Context: an optimization exercise on an open-source flow, tuned for small area, a short achievable clock period and few clock cycles per item. The choices shown serve that exercise and are no tape-out recipe.
Only the layout flow was run in this run; the RTL was not checked for function there.
Power figures rest on the tool's default switching activity, not on a simulated workload.

--- flow/config.mk ---
export PLATFORM = sky130hd
export DESIGN_NAME = lru_key_value_cache
export DESIGN_NICKNAME = lru_key_value_cache
export VERILOG_FILES = /design/flow/design.v
export SDC_FILE = /design/flow/constraint.sdc
export NUM_CORES = 4
export LEC_CHECK = 0
export CAP_MARGIN = 20
export CORE_MARGIN = 2
export CORE_UTILIZATION = 60
export SETUP_SLACK_MARGIN = 4.0
export SLEW_MARGIN = 20
--- flow/constraint.sdc ---
create_clock -name core_clock -period 6.5 [get_ports {clk}]
set_input_delay 1.3000 -clock core_clock [delete_from_list [all_inputs] [get_ports {clk}]]
set_output_delay 1.3000 -clock core_clock [all_outputs]
set_load 0.01 [all_outputs]
--- flow/design.v ---
`default_nettype none
package lkvc_pkg;
  localparam int MAX_ENTRIES_DEF = 16;
  localparam int KEY_W = 32;
  localparam int VAL_W = 32;
  localparam int CAP_W = 5;
  localparam logic [CAP_W-1:0] CAP_RESET = 5'd16;
  localparam logic OP_GET = 1'b0;
  localparam logic OP_PUT = 1'b1;
  localparam logic [VAL_W-1:0] MISS_VALUE = 32'hFFFF_FFFF;
  localparam logic [VAL_W-1:0] PUT_VALUE = 32'h0000_0000;
endpackage
`default_nettype wire
`default_nettype none
import lkvc_pkg::*;
module lru_key_value_cache #(
  parameter int MAX_ENTRIES = MAX_ENTRIES_DEF
) (
  input  wire                     clk,
  input  wire                     rst_n,
  input  wire                     start,
  output logic                    busy,
  input  wire                     in_opcode,
  input  wire  signed [KEY_W-1:0] in_key,
  input  wire  signed [VAL_W-1:0] in_value,
  output logic                    out_strobe,
  output logic                    out_hit,
  output logic signed [VAL_W-1:0] out_read_value,
  input  wire                     cfg_we,
  input  wire         [CAP_W-1:0] cfg_wdata
);
  localparam int N = MAX_ENTRIES;
  logic [CAP_W-1:0] cap_r;
  logic [N-1:0]     valid_r;
  logic             full_r;
  logic             s2_vld_r;
  logic             s2_op_r;
  logic [KEY_W-1:0] s2_key_r;
  logic [VAL_W-1:0] s2_val_r;
  logic [N-1:0]     s2_match_r;   
  logic             s2_found_r;   
  logic             s2_fwd_r;     
  logic [N-1:0]     wr_prev_r;    
  logic [KEY_W-1:0] key_r [N];
  logic [VAL_W-1:0] val_r [N];
  logic             newer_r [N][N];
  logic             res_vld_r;
  logic             res_hit_r;
  logic [VAL_W-1:0] res_val_r;
  assign busy = 1'b0;
  logic [N-1:0] victim, free, miss_slot;
  logic         s2_put, s2_wrote, s2_putmiss;
  always_comb begin
    for (int i = 0; i < N; i++) begin
      logic v;
      v = valid_r[i];
      for (int j = 0; j < N; j++) begin
        if (j < i) begin
          v = v && newer_r[j][i];
        end else if (j > i) begin
          v = v && (!valid_r[j] || !newer_r[i][j]);
        end
      end
      victim[i] = v;
      free[i] = !valid_r[i] && ((i == 0) ? 1'b1 : valid_r[i-1]);
    end
    miss_slot = full_r ? victim : free;
    s2_put     = s2_op_r == OP_PUT;
    s2_wrote   = s2_vld_r && s2_put;
    s2_putmiss = s2_wrote && !s2_found_r;
  end
  logic [N-1:0] s1_match;
  logic         s1_same, s1_any, s1_evict, s1_found;
  always_comb begin
    for (int i = 0; i < N; i++) begin
      s1_match[i] = valid_r[i] && (key_r[i] == in_key);
    end
    s1_same  = (in_key == s2_key_r);
    s1_any   = |s1_match;
    s1_evict = |(s1_match & miss_slot);
    s1_found = (s2_wrote && s1_same) || (s1_any && !(s2_putmiss && s1_evict));
  end
  logic [N-1:0] match, slot, upd, wr;
  logic [N-1:0] valid_nxt;
  logic [N-1:0] cap_sel;
  logic         do_ins, full_nxt;
  logic [VAL_W-1:0] rd_val;
  always_comb begin
    match = s2_fwd_r ? wr_prev_r : s2_match_r;
    slot  = s2_found_r ? match : miss_slot;
    upd   = slot & {N{s2_vld_r && (s2_found_r || s2_put)}};
    wr    = slot & {N{s2_wrote}};
    do_ins = s2_putmiss && !full_r;
    valid_nxt = do_ins ? {valid_r[N-2:0], 1'b1} : valid_r;
    for (int i = 0; i < N; i++) begin
      cap_sel[i] = (cap_r == CAP_W'(i + 1)) || (i == 0 && cap_r == '0) ||
                   (i == N - 1 && cap_r > CAP_W'(N));
    end
    full_nxt = |(valid_nxt & cap_sel);
    rd_val = '0;
    for (int i = 0; i < N; i++) begin
      rd_val = rd_val | (val_r[i] & {VAL_W{match[i]}});
    end
  end
  always_ff @(posedge clk) begin
    if (!rst_n) begin
      s2_vld_r  <= 1'b0;
      res_vld_r <= 1'b0;
      cap_r     <= CAP_RESET;
      valid_r   <= '0;
      full_r    <= 1'b0;
    end else begin
      s2_vld_r  <= start;
      res_vld_r <= s2_vld_r;
      if (cfg_we) begin
        cap_r <= cfg_wdata;
      end
      valid_r <= valid_nxt;
      full_r  <= full_nxt;
    end
  end
  always_ff @(posedge clk) begin
    s2_op_r    <= in_opcode;
    s2_key_r   <= in_key;
    s2_val_r   <= in_value;
    s2_match_r <= s1_match;
    s2_found_r <= s1_found;
    s2_fwd_r   <= s2_wrote && s1_same;
    wr_prev_r  <= wr;
    for (int i = 0; i < N; i++) begin
      if (wr[i]) begin
        val_r[i] <= s2_val_r;
      end
      if (wr[i] && !s2_found_r) begin
        key_r[i] <= s2_key_r;
      end
      for (int j = i + 1; j < N; j++) begin
        if (upd[i]) begin
          newer_r[i][j] <= 1'b1;
        end else if (upd[j]) begin
          newer_r[i][j] <= 1'b0;
        end
      end
    end
    res_hit_r <= s2_found_r;
    if (s2_put) begin
      res_val_r <= PUT_VALUE;
    end else if (s2_found_r) begin
      res_val_r <= rd_val;
    end else begin
      res_val_r <= MISS_VALUE;
    end
  end
  assign out_strobe     = res_vld_r;
  assign out_hit        = res_hit_r;
  assign out_read_value = res_val_r;
endmodule
`default_nettype wire
--- flow/run.sh ---
#!/bin/bash
# synth_recipe.tcl (not shown) runs the flow's synth.tcl, then flattens the netlist and writes it again
# the make line also repeats each setting of config.mk as NAME=value (left out here)
make -C /OpenROAD-flow-scripts/flow DESIGN_CONFIG=/design/flow/config.mk WORK_HOME=/design/flow/orfs CLKGATE_MAP_FILE= SYNTH_SCRIPT=/design/flow/synth_recipe.tcl finish
==> results.ini <==
[critical_path]
ff2ff_path_depth = 11
cp_slowest_stage_delay_ns = 0.52
cp.arrival_ns = 3.39
cp_num_buf_inv = 3
crit_type = input port to flop
critPathMaxFanout = 8
critical_path_depth = 10
cp.required_ns = 7.11
crit_family = simple AND/OR/NAND/NOR gates
endpoint_kind = flop
cp-start-kind = input port
path_cells = buf_2 -> buf_12 -> xnor2_4 -> nand4_1 -> nor4_4 -> nand3_2 -> inv_2 -> a2111o_1 -> o41ai_2 -> a21o_1
crit_path_top_delay_cell = nor4_4

[synth]
syn_inst = 3145
post_synth.cell_area_avg_um2 = 15.6
ys_top_cells_by_count = 1024 x edfxtp_1, 419 x xor2_1, 276 x dfxtp_1, 198 x a22oi_1, 191 x nand2_1
synth_most_common_cell = edfxtp_1
seq_area_frac_synth_pct = 73.8
synth_edf_count = 1024
synth.area.top_cells = edfxtp_1 63%, dfxtp_1 11%, xor2_1 7.5%, a22oi_1 3.0%, xnor2_1 2.2%
synth_flop_cell = edfxtp_1
syn-num-nets = 3219
yosys_warnings = 4
synth.top_cell.area_share_pct = 62.5
synth_area_um2 = 49200
synth-seq-cells = 1300
synth_top_area_cell = edfxtp_1
ys_types = 67
async_flop_share_pct = 0

[global_routing]
first_global_vias = 30700
grt_usage_pct = 38.7
grt-ovfl-total = 0
grt_max_degree = 41
antenna_found_initial = 3
grt_pass1_wl_um = 228000

[sta]
slew_headroom_pct = 26.4
worst_pin_slew_ns = 1.10
worst_slack_ns = 3.72
finClkSkew_ns = 0.0301
setup_viol = 0
period_share_pct = 42.8
period_needed_ns = 2.78
rsz0062_at_grt = true
setup-tns-final_ns = 0
drv_slew = 0
hold_violations = 0
timing.fmax_mhz = 360

[flow_run]
drv_cap = 0

[routing]
vias = 31600
top_layer_used = met5
wl_met3_um = 18200
met1_length_um = 58400
drc = 0
drt_iter0_drc = 4928
wirelength_um = 168000
routedWlPerCell_um = 35.2
dr.pass1.iters = 9
ant_nets = 0
drt-vias-per-instance = 6.64
dr_wl_met2_um = 79300

[worst_hold_path]
min_path_type = flop to flop
hold_depth = 2

[clocking]
ctsLongestPathBuffers = 3
clk_latency_ns = 0.74
cts_tree = done
cts.htree.levels = 4
clockRootBuffer = clkbuf_16
clk_pin_slew_worst_paths_ns = 0.06
numClockSinks = 1300
cts_buffers = 134

[floorplanning]
die_h_um = 290
die_w_um = 290
die_area_um2 = 84200
ios = 109
core_area_um2 = 80800
start_util_pct = 60.8
rows = 104

[outcome]
outcome = timing/DRC/antenna clean

[placed_design]
dp.cells = 4263
pre_cts_slack_ns = 1.46
place_hpwl_um = 90200
place.gp.congestion = 0.940
portBuffers = 107

[layout]
area_delta_synth_final_pct = 24.1
drive_gt1_share_pct = 24.2
fin_nets = 3659
finish.utilization_pct = 75.5
nFillCells = 4826
layout.cells.non_filler = 4758

[pwr]
vdd_drop_max_mv = 0.292
power_density_nw_per_um2 = 291
p_leak_nw = 21.4

==> layer usage <==
metal / global-route usage, % / vias to the layer above
li1: - / 12800
met1: 48.8 / 15900
met2: 62.6 / 2346
met3: 7.86 / 504
met4: 23.0 / 4
met5: 0 / -
==> state kept, by name, summed over array words and instances, names as in the netlist, 5 cells and up <==
name and flops:
s2_key_r 32, s2_match_r 16, newer_r 120, val_r 512, res_val_r 32, valid_r 16, wr_prev_r 16, cap_r 5
s2_val_r 32, key_r 512
==> worst register-to-register path, cell delays in order (launching register included) <==
cell and delay, ns:
dfxtp_4 0.36, buf_12 0.13, buf_6 0.12, a222oi_1 0.42, nand3_1 0.27, nor3_2 0.26, a21o_4 0.15, mux2i_4 0.08
nor2_4 0.18, buf_12 0.16, buf_12 0.11, buf_16 0.15
==> power breakdown <==
part | internal, W | leakage (nW) | switching [W]
combinational | 0.000326 | 7.72 | 0.000479
clock | 0.00455 | 2.19 | 0.00321
sequential | 0.00907 | 11.5 | 0.000150
total | 0.0139 | 21.4 | 0.00384
==> layout make-up <==
| class | instances | area (um2) | area share [%] |
|---|---|---|---|
| Antenna cell | 1 | 2.50 | 0.00410 |
| Clock buffer | 189 | 3820 | 6.26 |
| Clock inverter | 59 | 616 | 1.01 |
| Inverter | 15 | 63.8 | 0.105 |
| Multi-Input combinational cell | 1671 | 13400 | 22.0 |
| Sequential cell | 1300 | 36300 | 59.6 |
| Tap cell | 1060 | 1330 | 2.17 |
| Timing Repair Buffer | 462 | 5440 | 8.92 |
| Timing Repair inverter | 1 | 7.51 | 0.0123 |
==> final timing paths <==
| path | startpoint | to | slack, ns |
|---|---|---|---|
| setup / recovery | in_key[17] | s2_found_r | 3.72 |
| hold reg to reg | newer_r[206] | newer_r[206] | 0.45 |
| setup reg to reg | valid_r[14] | val_r[2][17] | 3.82 |
| hold / removal | newer_r[206] | newer_r[206] | 0.45 |
==> layout by cell type, fill, tap and decap left out, types with 15 or more instances in the layout <==
cell,count
a222oi_1,37
a22oi_1,194
buf_16,16
nand4_1,92
nor4_4,15
clkbuf_8,15
xor2_1,404
a22o_1,20
edfxtp_1,1024
buf_2,19
dfxtp_2,26
and2_4,17
mux2i_1,26
a221oi_1,15
nor2b_1,20
mux2_2,16
clkdlybuf4s50_1,41
clkbuf_16,149
nor2_1,57
xnor2_1,116
nor4_2,47
a31oi_1,32
buf_6,78
clkbuf_1,34
nor2_4,27
buf_4,204
nor4_1,48
a21o_1,53
clkinv_1,15
nand3_1,75
buf_12,81
nand2_1,190
clkinv_2,23
dfxtp_1,239
nor3_1,19
==> kinds of logic after synthesis <==
kind of cell	after synthesis	share of synthesized area, %
compound gates	406	6.43
xor+xnor	541	9.65
buf+inv	188	2.12
flops	1300	73.8
mux	51	1.16
other cells	1	0.00763
simple gates	658	6.85
==> what timing repair did <==
item	in CTS	in global routing
setup endpoints to repair	1217	628
resized for setup	675	117
pin swaps	107	65
buffers inserted	140	66
cloned	24	16
hold buffers	0	0
==> per-stage QoR <==
stage	hold slack, ns	area [um2]	total power [W]
global placement	0.429	51700	0.00999
floorplan	0.342	49500	0.00968
finish	0.451	61000	0.0178
global route	0.465	61000	0.0182
CTS	0.448	59600	0.0177
detailed placement	0.436	51800	0.0100

what the ideal ports hide:
The results above use ideal ports. As a check the final layout listed here was re-extracted and re-timed, cells and wires unchanged.
Step 1 assumes that a clkbuf_16 drives the clock port and a buf_2 every other input.
Step 2 adds t to the input delays and takes it off the output delays; t is the mean of the earliest and latest rising clock arrival at the registers after step 1. Input paths then give back, and output paths get back, about the clock's delay inside the block.
Three values: ideal ports, drivers, drivers and shift; two values: the first two.
shift t [ns]: 0.803
setup WS [ns]: 3.719 / 3.772 / 2.969
worst hold slack (ns): 0.451 / 0.451 / 0.451
After both steps setup and hold are still met in this run. For this run, drivers alone change the setup slack by +0.053 ns; drivers and shift together by -0.750 ns.
